Background: an optimization exercise with open tools, aiming at small area, a short achievable clock period and few clock cycles per item. Do not read the settings as production practice.
Only simulation tests tie the RTL to the original design; equivalence was not proved.

Setup of the reference run:
==> module deque_with_max_priority_removal_core, before the edit <==
module deque_with_max_priority_removal_core (
	input  logic        clk,
	input  logic        arst_n,
	input  logic        cmd_valid,
	output logic        cmd_ready,
	input  logic [2:0]  cmd_command,
	input  logic [31:0] cmd_entry_value,
	input  logic [31:0] cmd_entry_priority,
	output logic        rsp_valid,
	input  logic        rsp_ready,
	output logic [31:0] rsp_removed_value,
	output logic [1:0]  rsp_status,
	output logic [4:0]  rsp_occupancy
);
	localparam int DEPTH  = 16;
	localparam int CNT_W  = 5;
	localparam int DATA_W = 32;
	localparam int RSP_W  = DATA_W + 2;
	localparam logic [2:0] CMD_PUSH_FRONT = 3'd0;
	localparam logic [2:0] CMD_PUSH_REAR  = 3'd1;
	localparam logic [2:0] CMD_POP_FRONT  = 3'd2;
	localparam logic [2:0] CMD_POP_REAR   = 3'd3;
	localparam logic [2:0] CMD_POP_MAX    = 3'd4;
	localparam logic [1:0] ST_DONE  = 2'd0;
	localparam logic [1:0] ST_EMPTY = 2'd1;
	localparam logic [1:0] ST_FULL  = 2'd2;
	logic              rsp_valid_q;
	logic              cmd_fire;
	assign cmd_ready = !rsp_valid_q || rsp_ready;
	assign cmd_fire  = cmd_valid && cmd_ready;
	logic [DEPTH-1:0]             valid_q;
	logic [CNT_W-1:0]             count_q;
	logic [DEPTH-1:0][DATA_W-1:0] slot_val;
	logic [DEPTH-1:0]             new_beats;
	logic [DEPTH-1:0]             slot_we;
	logic [DEPTH-1:0][DEPTH-1:0]  before_q;    
	logic [DEPTH-1:0][DEPTH-1:0]  beats_q;     
	logic is_push, is_pop, is_front;
	logic full, empty;
	logic push_ok, pop_ok;
	logic [DEPTH-1:0] free_oh;
	logic [DEPTH-1:0] sel_front, sel_rear, sel_max, sel;
	assign is_push  = (cmd_command == CMD_PUSH_FRONT) || (cmd_command == CMD_PUSH_REAR);
	assign is_pop   = (cmd_command == CMD_POP_FRONT) || (cmd_command == CMD_POP_REAR) ||
	                  (cmd_command == CMD_POP_MAX);
	assign is_front = (cmd_command == CMD_PUSH_FRONT);
	assign full     = &valid_q;
	assign empty    = ~|valid_q;
	assign push_ok  = cmd_fire && is_push && !full;
	assign pop_ok   = cmd_fire && is_pop && !empty;
	assign free_oh = ~valid_q & (valid_q + DEPTH'(1));
	assign slot_we = free_oh;
	genvar g;
	generate
		for (g = 0; g < DEPTH; g++) begin : g_slot
			dqp_cell #(.DATA_W(DATA_W)) u_cell (
				.clk       (clk),
				.we        (slot_we[g]),
				.front     (is_front),
				.new_val   (cmd_entry_value),
				.new_pri   (cmd_entry_priority),
				.val       (slot_val[g]),
				.new_beats (new_beats[g])
			);
		end
	endgenerate
	always_comb begin
		for (int a = 0; a < DEPTH; a++) begin
			sel_front[a] = valid_q[a];
			sel_rear[a]  = valid_q[a];
			sel_max[a]   = valid_q[a];
			for (int b = 0; b < DEPTH; b++) begin
				if (b < a) begin
					sel_front[a] &= !valid_q[b] || !before_q[b][a];
					sel_rear[a]  &= !valid_q[b] ||  before_q[b][a];
					sel_max[a]   &= !valid_q[b] || !beats_q[b][a];
				end else if (b > a) begin
					sel_front[a] &= !valid_q[b] ||  before_q[a][b];
					sel_rear[a]  &= !valid_q[b] || !before_q[a][b];
					sel_max[a]   &= !valid_q[b] ||  beats_q[a][b];
				end
			end
		end
	end
	always_comb begin
		case (cmd_command)
			CMD_POP_FRONT: sel = sel_front;
			CMD_POP_REAR:  sel = sel_rear;
			default:       sel = sel_max;
		endcase
	end
	always_ff @(posedge clk or negedge arst_n) begin
		if (!arst_n) begin
			valid_q <= '0;
			count_q <= '0;
		end else begin
			if (push_ok) begin
				valid_q <= valid_q | free_oh;
				count_q <= count_q + CNT_W'(1);
			end else if (pop_ok) begin
				valid_q <= valid_q & ~sel;
				count_q <= count_q - CNT_W'(1);
			end
		end
	end
	logic [DEPTH-1:0] beat_lo, beat_hi;
	assign beat_lo = slot_we | ~new_beats;
	assign beat_hi = slot_we |  new_beats;
	always_ff @(posedge clk) begin
		for (int a = 0; a < DEPTH; a++) begin
			for (int b = a + 1; b < DEPTH; b++) begin
				if (slot_we[a] || slot_we[b]) begin
					before_q[a][b] <= slot_we[a] ? is_front : !is_front;
					beats_q[a][b]  <= beat_lo[a] && beat_hi[b];
				end
			end
		end
	end
	logic [DATA_W-1:0] removed_d;
	logic [1:0]        status_d;
	logic [RSP_W-1:0]  rsp_d;
	always_comb begin
		removed_d = '0;
		for (int a = 0; a < DEPTH; a++) begin
			removed_d |= slot_val[a] & {DATA_W{sel[a]}};
		end
		if (!pop_ok) removed_d = '0;
		status_d = ST_DONE;
		if (is_push && full) status_d = ST_FULL;
		if (is_pop && empty) status_d = ST_EMPTY;
	end
	assign rsp_d = {removed_d, status_d};
	logic [RSP_W-1:0] rsp_q;
	always_ff @(posedge clk or negedge arst_n) begin
		if (!arst_n)        rsp_valid_q <= 1'b0;
		else if (cmd_fire)  rsp_valid_q <= 1'b1;
		else if (rsp_ready) rsp_valid_q <= 1'b0;
	end
	always_ff @(posedge clk) begin
		if (cmd_fire) rsp_q <= rsp_d;
	end
	assign rsp_valid         = rsp_valid_q;
	assign rsp_removed_value = rsp_q[RSP_W-1 -: DATA_W];
	assign rsp_status        = rsp_q[1:0];
	assign rsp_occupancy     = count_q;
endmodule
==> flow/config.mk <==
export PLATFORM = sky130hd
export DESIGN_NAME = deque_with_max_priority_removal_core
export DESIGN_NICKNAME = deque_with_max_priority_removal_core
export VERILOG_FILES = /design/flow/design.v
export SDC_FILE = /design/flow/constraint.sdc
export NUM_CORES = 4
export LEC_CHECK = 0
export CAP_MARGIN = 20
export CELL_PAD_IN_SITES_DETAIL_PLACEMENT = 1
export CELL_PAD_IN_SITES_GLOBAL_PLACEMENT = 2
export CORE_MARGIN = 2
export CORE_UTILIZATION = 35
export SETUP_SLACK_MARGIN = 2.5
export SLEW_MARGIN = 20
==> flow/constraint.sdc <==
create_clock -name core_clock -period 5.5 [get_ports {clk}]
set_input_delay 1.1000 -clock core_clock [delete_from_list [all_inputs] [get_ports {clk}]]
set_output_delay 1.1000 -clock core_clock [all_outputs]
set_load 0.01 [all_outputs]
run.sh (not shown) runs the stock make flow with config.mk's settings and CLKGATE_MAP_FILE= SYNTH_SCRIPT=/design/flow/synth_recipe.tcl, a recipe that flattens the netlist after the stock synthesis.
Testbench counts of the reference run, summed over its fixed seeds: cycles 16,008, items 16,000.
#### Input delta (the trial run over the reference run)
-- flow/design.v --
<<< the reference run, line 92
	assign pop_ok   = cmd_fire && is_pop && !empty;
	assign free_oh = ~valid_q & (valid_q + DEPTH'(1));
	assign slot_we = free_oh;
	genvar g;
	generate
>>> the trial run, line 92
	assign pop_ok   = cmd_fire && is_pop && !empty;
	assign free_oh = ~valid_q & (valid_q + DEPTH'(1));
	assign slot_we = push_ok ? free_oh : '0;
	genvar g;
	generate
### Flow results
- Looking at the reports, the trial run completed the entire flow and the layout it produced met the timing, DRC and antenna checks.
- Ratio of final minimum period to clock period was higher in the run labelled the reference run.
- The trial run ends up with higher tightest hold margin than the reference run does.
- Of the two values seen for worst setup path startpoint, valid_q[3]$_DFFE_PN0P_ was produced by the trial run and cmd_command[0] by the reference run.
- Compared with the reference run, the trial run shows a higher maximum fanout along the worst path.
- Achievable clock frequency, the trial run vs the reference run: up by a few percent
- Count of clock-buffer cells in the layout is lower on the trial run
- | register area | the trial run vs the reference run | ≈ equal |
- Re final worst setup slack: the reference run was lower than the trial run.
- Capturing element of the worst setup path = rsp_q[7]$_SDFFCE_PN0P_: the trial run; capturing element of the worst setup path = beats_q[157]$_DFFE_PP_: the reference run
Testbench counts of the trial run, summed over its fixed seeds: cycles 16,008, items 16,000.

==> separate check: timing with driven ports <==
In the flow no input, the clock included, has a driving cell. The finished layouts below were timed again as built, in two steps. Step 1 assumes that a clkbuf_16 drives the clock port and a buf_2 every other input. Step 2, shift: input delay + t, output delay - t, t = (earliest + latest rising clock arrival at the registers) / 2. This alone moves slack from input paths to output paths. Slacks: ideal / step 1 / step 2; pairs: ideal / step 1.
run | shift t [ns] | setup slack, ns | hold WS [ns]
the reference run | 0.897 | 2.147 / 2.146 / 1.249 | 0.267 / 0.201 / 0.470
the trial run | 0.895 | 2.236 / 2.236 / 1.531 | 0.474 / 0.474 / 0.474
After both steps setup and hold are still met in every run listed. For the reference run, which loses most, drivers alone change the setup slack by -0.001 ns; drivers and shift together by -0.898 ns.
